What follows belongs to an exercise in optimizing a design on an open flow for small area; a production flow would make more cautious choices. The RTL was checked by simulation tests, not by an equivalence proof against the original design. Power figures rest on the tool's default switching activity, not on a simulated workload.

[flow/design.v]
package transposer_pkg;
    localparam int unsigned MAX_PREC_DEF = 8;
    localparam int unsigned PREC_W = $clog2(MAX_PREC_DEF + 1);
    typedef enum logic {
        IDLE  = 1'b0,
        DRAIN = 1'b1
    } drain_state_t;
endpackage
import transposer_pkg::*;
module transposer_bank
#(
    parameter int unsigned NUM_WORDS     = 64,
    parameter int unsigned LANES         = 4,
    parameter int unsigned XLEN          = 32,
    parameter int unsigned MVU_ADDR_LEN  = 32,
    parameter int unsigned MAX_DATA_PREC = transposer_pkg::MAX_PREC_DEF,
    localparam int unsigned BEATS = NUM_WORDS / LANES,
    localparam int unsigned BW = (BEATS > 1) ? $clog2(BEATS) : 1,
    localparam int unsigned PW = $clog2(MAX_DATA_PREC + 1)
) (
    input  logic                    clk,
    input  logic                    rst,
    input  logic                    wr_en_i,
    input  logic [BW-1:0]           wr_beat_i,
    input  logic [LANES*XLEN-1:0]   wr_words_i,
    input  logic                    cfg_en_i,
    input  logic [PW-1:0]           cfg_prec_i,
    input  logic [MVU_ADDR_LEN-1:0] cfg_baddr_i,
    input  logic                    cfg_msb_i,
    input  logic [PW-1:0]           rd_k_i,
    output logic [NUM_WORDS-1:0]    rd_word_o,
    output logic [PW-1:0]           prec_o,
    output logic [MVU_ADDR_LEN-1:0] baddr_o
);
    localparam int unsigned WW = (NUM_WORDS > 1) ? $clog2(NUM_WORDS) : 1;
    localparam int unsigned IW = (MAX_DATA_PREC > 1) ? $clog2(MAX_DATA_PREC) : 1;
    logic [NUM_WORDS-1:0]    planes_q [MAX_DATA_PREC];
    logic [PW-1:0]           prec_q;
    logic [MVU_ADDR_LEN-1:0] baddr_q;
    logic                    msb_q;
    logic [WW-1:0]           base;
    logic [PW-1:0]           idx;
    logic                    unused_words;
    assign unused_words = ^wr_words_i;
    assign base = WW'(wr_beat_i) * WW'(LANES);
    always_ff @(posedge clk) begin
        if (rst) begin
            for (int b = 0; b < MAX_DATA_PREC; b++)
                planes_q[b] <= '0;
        end else if (wr_en_i) begin
            for (int l = 0; l < LANES; l++)
                for (int b = 0; b < MAX_DATA_PREC; b++)
                    planes_q[b][base + WW'(l)] <= wr_words_i[l*XLEN + b];
        end
    end
    always_ff @(posedge clk) begin
        if (rst) begin
            prec_q  <= '0;
            baddr_q <= '0;
            msb_q   <= 1'b0;
        end else if (cfg_en_i) begin
            prec_q  <= cfg_prec_i;
            baddr_q <= cfg_baddr_i;
            msb_q   <= cfg_msb_i;
        end
    end
    always_comb begin
        idx = rd_k_i;
        if (msb_q)
            idx = prec_q - PW'(1) - rd_k_i;
        rd_word_o = planes_q[idx[IW-1:0]];
    end
    assign prec_o  = prec_q;
    assign baddr_o = baddr_q;
endmodule
import transposer_pkg::*;
module data_transposer_pp
#(
    parameter int unsigned NUM_WORDS     = 64,
    parameter int unsigned LANES         = 4,
    parameter int unsigned XLEN          = 32,
    parameter int unsigned MVU_ADDR_LEN  = 32,
    parameter int unsigned MAX_DATA_PREC = transposer_pkg::MAX_PREC_DEF
) (
    input  logic                    clk,
    input  logic                    rst,
    input  logic [31:0]             prec,
    input  logic [MVU_ADDR_LEN-1:0] baddr,
    input  logic                    msb_first,
    input  logic                    in_valid,
    output logic                    in_ready,
    input  logic [LANES*XLEN-1:0]   in_words,
    output logic                    busy,
    output logic                    cfg_err,
    output logic                    mvu_wr_en,
    output logic [MVU_ADDR_LEN-1:0] mvu_wr_addr,
    output logic [NUM_WORDS-1:0]    mvu_wr_word,
    output logic                    blk_done
);
    localparam int unsigned BEATS = NUM_WORDS / LANES;
    localparam int unsigned BW = (BEATS > 1) ? $clog2(BEATS) : 1;
    localparam int unsigned PW = $clog2(MAX_DATA_PREC + 1);
    transposer_pkg::drain_state_t state_q, state_d;
    logic [PW-1:0]           k_q, k_d;
    logic [BW-1:0]           beat_q, beat_d;
    logic [1:0]              full_q, full_d;
    logic                    fp_q, fp_d;
    logic                    dp_q, dp_d;
    logic                    err_q, err_d;
    logic                    wen_q, wen_d;
    logic [MVU_ADDR_LEN-1:0] addr_q, addr_d;
    logic [NUM_WORDS-1:0]    word_q, word_d;
    logic                    done_q, done_d;
    logic                    accept;
    logic                    first_beat;
    logic                    last_beat;
    logic [1:0]              wr_sel;
    logic [1:0]              cfg_sel;
    logic [PW-1:0]           sane_prec;
    logic [NUM_WORDS-1:0]    bank_word [2];
    logic [PW-1:0]           bank_prec [2];
    logic [MVU_ADDR_LEN-1:0] bank_baddr [2];
    logic [NUM_WORDS-1:0]    drain_word;
    logic [PW-1:0]           drain_prec;
    logic [MVU_ADDR_LEN-1:0] drain_baddr;
    assign in_ready   = ~full_q[fp_q];
    assign accept     = in_valid & in_ready;
    assign first_beat = accept && (beat_q == '0);
    assign last_beat  = accept && (beat_q == BW'(BEATS - 1));
    assign wr_sel     = accept ? (fp_q ? 2'b10 : 2'b01) : 2'b00;
    assign cfg_sel    = first_beat ? wr_sel : 2'b00;
    assign sane_prec  = PW'(((prec == 32'd0) || (prec > MAX_DATA_PREC)) ? MAX_DATA_PREC : prec);
    for (genvar g = 0; g < 2; g++) begin : g_bank
        transposer_bank #(
            .NUM_WORDS    (NUM_WORDS),
            .LANES        (LANES),
            .XLEN         (XLEN),
            .MVU_ADDR_LEN (MVU_ADDR_LEN),
            .MAX_DATA_PREC(MAX_DATA_PREC)
        ) u_bank (
            .clk        (clk),
            .rst        (rst),
            .wr_en_i    (wr_sel[g]),
            .wr_beat_i  (beat_q),
            .wr_words_i (in_words),
            .cfg_en_i   (cfg_sel[g]),
            .cfg_prec_i (sane_prec),
            .cfg_baddr_i(baddr),
            .cfg_msb_i  (msb_first),
            .rd_k_i     (k_q),
            .rd_word_o  (bank_word[g]),
            .prec_o     (bank_prec[g]),
            .baddr_o    (bank_baddr[g])
        );
    end
    assign drain_word  = bank_word[dp_q];
    assign drain_prec  = bank_prec[dp_q];
    assign drain_baddr = bank_baddr[dp_q];
    always_comb begin
        state_d = state_q;
        k_d     = k_q;
        beat_d  = beat_q;
        full_d  = full_q;
        fp_d    = fp_q;
        dp_d    = dp_q;
        err_d   = 1'b0;
        wen_d   = 1'b0;
        addr_d  = addr_q;
        word_d  = word_q;
        done_d  = 1'b0;
        if (accept) begin
            beat_d = beat_q + 1'b1;
            if (first_beat)
                err_d = ((prec == 32'd0) || (prec > MAX_DATA_PREC));
            if (last_beat) begin
                beat_d       = '0;
                full_d[fp_q] = 1'b1;
                fp_d         = ~fp_q;
            end
        end
        unique case (state_q)
            IDLE: begin
                if (full_d[dp_q]) begin
                    state_d = DRAIN;
                    k_d     = '0;
                end
            end
            DRAIN: begin
                wen_d  = 1'b1;
                addr_d = drain_baddr + MVU_ADDR_LEN'(k_q);
                word_d = drain_word;
                if (k_q == drain_prec - PW'(1)) begin
                    done_d       = 1'b1;
                    full_d[dp_q] = 1'b0;
                    dp_d         = ~dp_q;
                    k_d          = '0;
                    state_d      = full_d[~dp_q] ? DRAIN : IDLE;
                end else begin
                    k_d = k_q + 1'b1;
                end
            end
        endcase
    end
    always_ff @(posedge clk) begin
        if (rst) begin
            state_q <= IDLE;
            k_q     <= '0;
            beat_q  <= '0;
            full_q  <= '0;
            fp_q    <= 1'b0;
            dp_q    <= 1'b0;
            err_q   <= 1'b0;
            wen_q   <= 1'b0;
            addr_q  <= '0;
            word_q  <= '0;
            done_q  <= 1'b0;
        end else begin
            state_q <= state_d;
            k_q     <= k_d;
            beat_q  <= beat_d;
            full_q  <= full_d;
            fp_q    <= fp_d;
            dp_q    <= dp_d;
            err_q   <= err_d;
            wen_q   <= wen_d;
            addr_q  <= addr_d;
            word_q  <= word_d;
            done_q  <= done_d;
        end
    end
    assign busy = (|full_q) | (beat_q != '0) | (state_q == DRAIN);
    assign cfg_err     = err_q;
    assign mvu_wr_en   = wen_q;
    assign mvu_wr_addr = addr_q;
    assign mvu_wr_word = word_q;
    assign blk_done    = done_q;
endmodule
[flow/run.sh]
#!/bin/bash
# synth_recipe.tcl (not shown) runs the flow's synth.tcl, then flattens the netlist and writes it again
# the make line also repeats each setting of config.mk as NAME=value (left out here)
make -C /OpenROAD-flow-scripts/flow DESIGN_CONFIG=/design/flow/config.mk WORK_HOME=/design/flow/orfs CLKGATE_MAP_FILE= SYNTH_SCRIPT=/design/flow/synth_recipe.tcl finish
[flow/config.mk]
export PLATFORM = sky130hd
export DESIGN_NAME = data_transposer_pp
export DESIGN_NICKNAME = data_transposer_pp
export VERILOG_FILES = /design/flow/design.v
export SDC_FILE = /design/flow/constraint.sdc
export NUM_CORES = 4
export LEC_CHECK = 0
export CAP_MARGIN = 20
export CORE_MARGIN = 2
export CORE_UTILIZATION = 40
export PLACE_DENSITY = 0.6
export SLEW_MARGIN = 20
[flow/constraint.sdc]
create_clock -name core_clock -period 6.0 [get_ports {clk}]
set_input_delay 1.2000 -clock core_clock [delete_from_list [all_inputs] [get_ports {clk}]]
set_output_delay 1.2000 -clock core_clock [all_outputs]
set_load 0.01 [all_outputs]
==> flow_summary.yaml <==
critical_path:
  crit_chain: "inv_1 > buf_4 > fa_2 > mux2_4 > buf_12 > buf_4 > nand2_1 > a21oi_1 > o21ai_0 > a211oi_1 > a211o_1"
  worstSetupEndpointType: "register"
  crit_buf_inv: 4
  critPathMaxStageDelay_ns: 0.94
  path_depth: 11
  path_max_fanout: 83
  critPathTopFamily: "buffers and inverters"
  cp.arrival_ns: 5.29
  ff2ff_path_depth: 11
  worstPathRequired_ns: 6.71
  critPathLaunchType: "register"
  critPathSlowestCell: "fa_2"
  crit_type: "register to register"
  critPathMostFrequentCell: "buf_4"
logic_synthesis:
  synth_area_um2: 52920
  yosysWarnings: 6
  synth_area_per_cell_um2: 8.423
  synth_edf_count: 0
  synth_nets: 6499
  ys_async_sr_fraction_pct: 0
  synth_cells: 6283
  synth_cell_type_count: 84
  ys_ff_latch: 1210
  synth_ff_type: "dfxtp_1"
  yosysSeqAreaShare_pct: 45.77
run_status:
  status: "finished clean"
timing:
  rsz0062_at_grt: "false"
  fmax_mhz: 218.3
  fin_tns_setup_ns: 0
  hold_viol_final: 0
  tightest_slew_ns: 1.300
  final_max_slew_viol_count: 0
  setup_violations: 0
  finalCritPeriodShare_pct: 76.34
  period_minus_slack_ns: 4.580
  skew_ns: 0.02806
  slew_headroom_pct: 13.32
clock_network:
  clockBufferDepth: 3
  post-cts-setup-buffer-count: 0
  cts_tree: "yes"
  htreeDepth: 4
  insertion_delay_ns: 0.79
  clkTransAtPathRegs_ns: 0.07
  cts_inserted_buffers: 134
  cts.sinks: 1210
  hold_buffers: 0
  cts-root-buf: "clkbuf_16"
  cts-resized-gates: 0
finish:
  layout_commonest_cell: "dfxtp_1"
  final_cell_mix: "1203 x dfxtp_1, 1132 x nor2_1, 1006 x a22oi_1"
  syn_to_final_growth_pct: 14.69
  fin_nets: 6298
  drive_gt1_share_pct: 7.886
  layout.cells.non_filler: 7954
job:
  maxCapViolations: 0
die:
  dieWidth_um: 367.7
  row_count: 133
  start_util_pct: 40.26
  die-area_um2: 135200
  die_y_um: 367.7
  core_um2: 131500
  ios: 297
detailed_routing:
  via_count: 51750
  firstDrtPassIters: 9
  drc_errors: 0
  antenna_left: 0
  vias_per_cell: 6.506
  routed_wl_mm: 227.5
  drt_iter0_markers: 8208
  wl_per_cell_um: 28.61
global_route:
  grt-ovfl-total: 0
  grt_pass1_vias: 47210
  grt_usage_pct: 32.13
  grt_max_degree: 196
  grt_pass1_wl_mm: 326.4
  antenna_found_initial: 18
power:
  powerDensity_nw_per_um2: 290.0
  peakVddDrop_v: 0.0003033
  p_leak_nw: 20.33
placement:
  io_buffers: 200
  dp.cells: 7700
  globalplace.congestion: 0.8892
  hpwl_mm: 136.9
worst_hold_path:
  whs_path_depth: 2
  hold_path_class: "register to register"
-- sequential cells by signal (all words and copies together), names as in the netlist --
name                    flops
dp_q                        1
addr_q                     32
g_bank.u_bank.planes_q   1024
fp_q                        1
full_q                      2
word_q                     64
done_q                      1
err_q                       1
g_bank.u_bank.baddr_q      64
wen_q                       1
state_q                     1
beat_q                      4
g_bank.u_bank.prec_q        8
g_bank.u_bank.msb_q         2
k_q                         4
-- power breakdown --
group	internal [mW]	switching (mW)
logic	0.254	0.739
registers	8.08	0.0305
clock network	4.99	3.50
-- through the flow --
step                      instance area (um^2)  hold WS, ns  power (mW)  setup WS, ns  util (%)
after floorplan                          52920       0.4318       8.791         2.081         -
after global placement                   56120       0.4390       9.227         1.552     42.68
after detailed placement                 56150       0.4419       9.234         1.570     42.71
after CTS                                60660       0.4527       17.63         1.538     46.14
after global routing                     60670       0.4677       18.01         1.331     46.15
final                                    60700       0.4495       17.60         1.420     46.17
-- cells by family after synthesis --
logic type,Yosys count,synth area share [%]
and+or+nand+nor,2019,16.16
xor gates and xnor gates,36,0.6761
adders and majority gates,20,0.5154
DFF,1210,45.77
AOI/OAI and AO/OA,2096,28.57
muxes,139,2.657
buffers and inverters,763,5.653
-- routing by layer --
layer / vias up / GRT usage [%] / routed length [um]
met5: - / 0.07123 / 48
met4: 6 / 15.23 / 11180
met3: 647 / 9.074 / 28400
met2: 3357 / 46.98 / 95580
met1: 25260 / 43.49 / 92330
li1: 22480 / - / -
-- cells in the mapped netlist (all sizes together) (75+ instances only) --
| cell type | count | area share (%) |
|---|---|---|
| a211oi | 98 | 1.4 |
| a21oi | 292 | 2.8 |
| a22oi | 1006 | 14 |
| and3 | 113 | 1.3 |
| clkbuf | 633 | 4.6 |
| dfxtp | 1210 | 46 |
| mux2i | 127 | 2.4 |
| nand2 | 477 | 3.4 |
| nand3 | 81 | 0.77 |
| nor2 | 1150 | 8.2 |
| o211ai | 75 | 1.1 |
| o21ai | 158 | 1.5 |
| o221ai | 78 | 1.3 |
-- cell type report --
type                    instances  area (um^2)
diodes                         11        27.53
multi-input cells            4310        26090
well taps                    1755         2196
flip-flops and latches       1210        24240
inverters                      58        219.0
fillers                     12630        70770
clock buffers                 211         4129
clock inverters                31        381.6
repair buffers                368         3416
-- worst paths after layout --
kind	start	to	slack, ns
worst max-delay path	k_q[1]	word_q[41]	1.42
worst min-delay path	addr_q[14]	addr_q[14]	0.45
worst max register to register	k_q[1]	word_q[41]	1.42
worst min register to register	addr_q[14]	addr_q[14]	0.45
-- worst reg2reg max path, cell delays in order (launching register included) --
cell      delay, ns
dfxtp_4        0.80
inv_1          0.20
buf_4          0.31
fa_2           0.94
mux2_4         0.59
buf_12         0.49
buf_4          0.41
nand2_1        0.09
a21oi_1        0.13
o21ai_0        0.08
a211oi_1       0.33
a211o_1        0.15

[re-timing with driven ports]
In the flow no input, the clock included, has a driving cell. The finished layout below was timed again as built, in two steps. Step 1 (the two cells are an assumption about what drives the block):
set clk [get_ports {clk}]
set_driving_cell -lib_cell sky130_fd_sc_hd__clkbuf_16 $clk
set_driving_cell -lib_cell sky130_fd_sc_hd__buf_2 [delete_from_list [all_inputs] $clk]
Step 2 moves the port delays by t, midway between the first and last clock arrival at a register: inputs arrive t later, outputs are due t later. That takes back most of the time a late clock gives input paths. Slacks: ideal / step 1 / step 2; pairs: ideal / step 1.
shift t [ns]: 0.848
setup slack, ns: 1.420 / 1.420 / 1.382
clock arrival spread, ns: 0.038 / 0.038
After both steps this run still meets setup and hold. For this run, drivers alone change the setup slack by 0.000 ns; drivers and shift together by -0.038 ns.
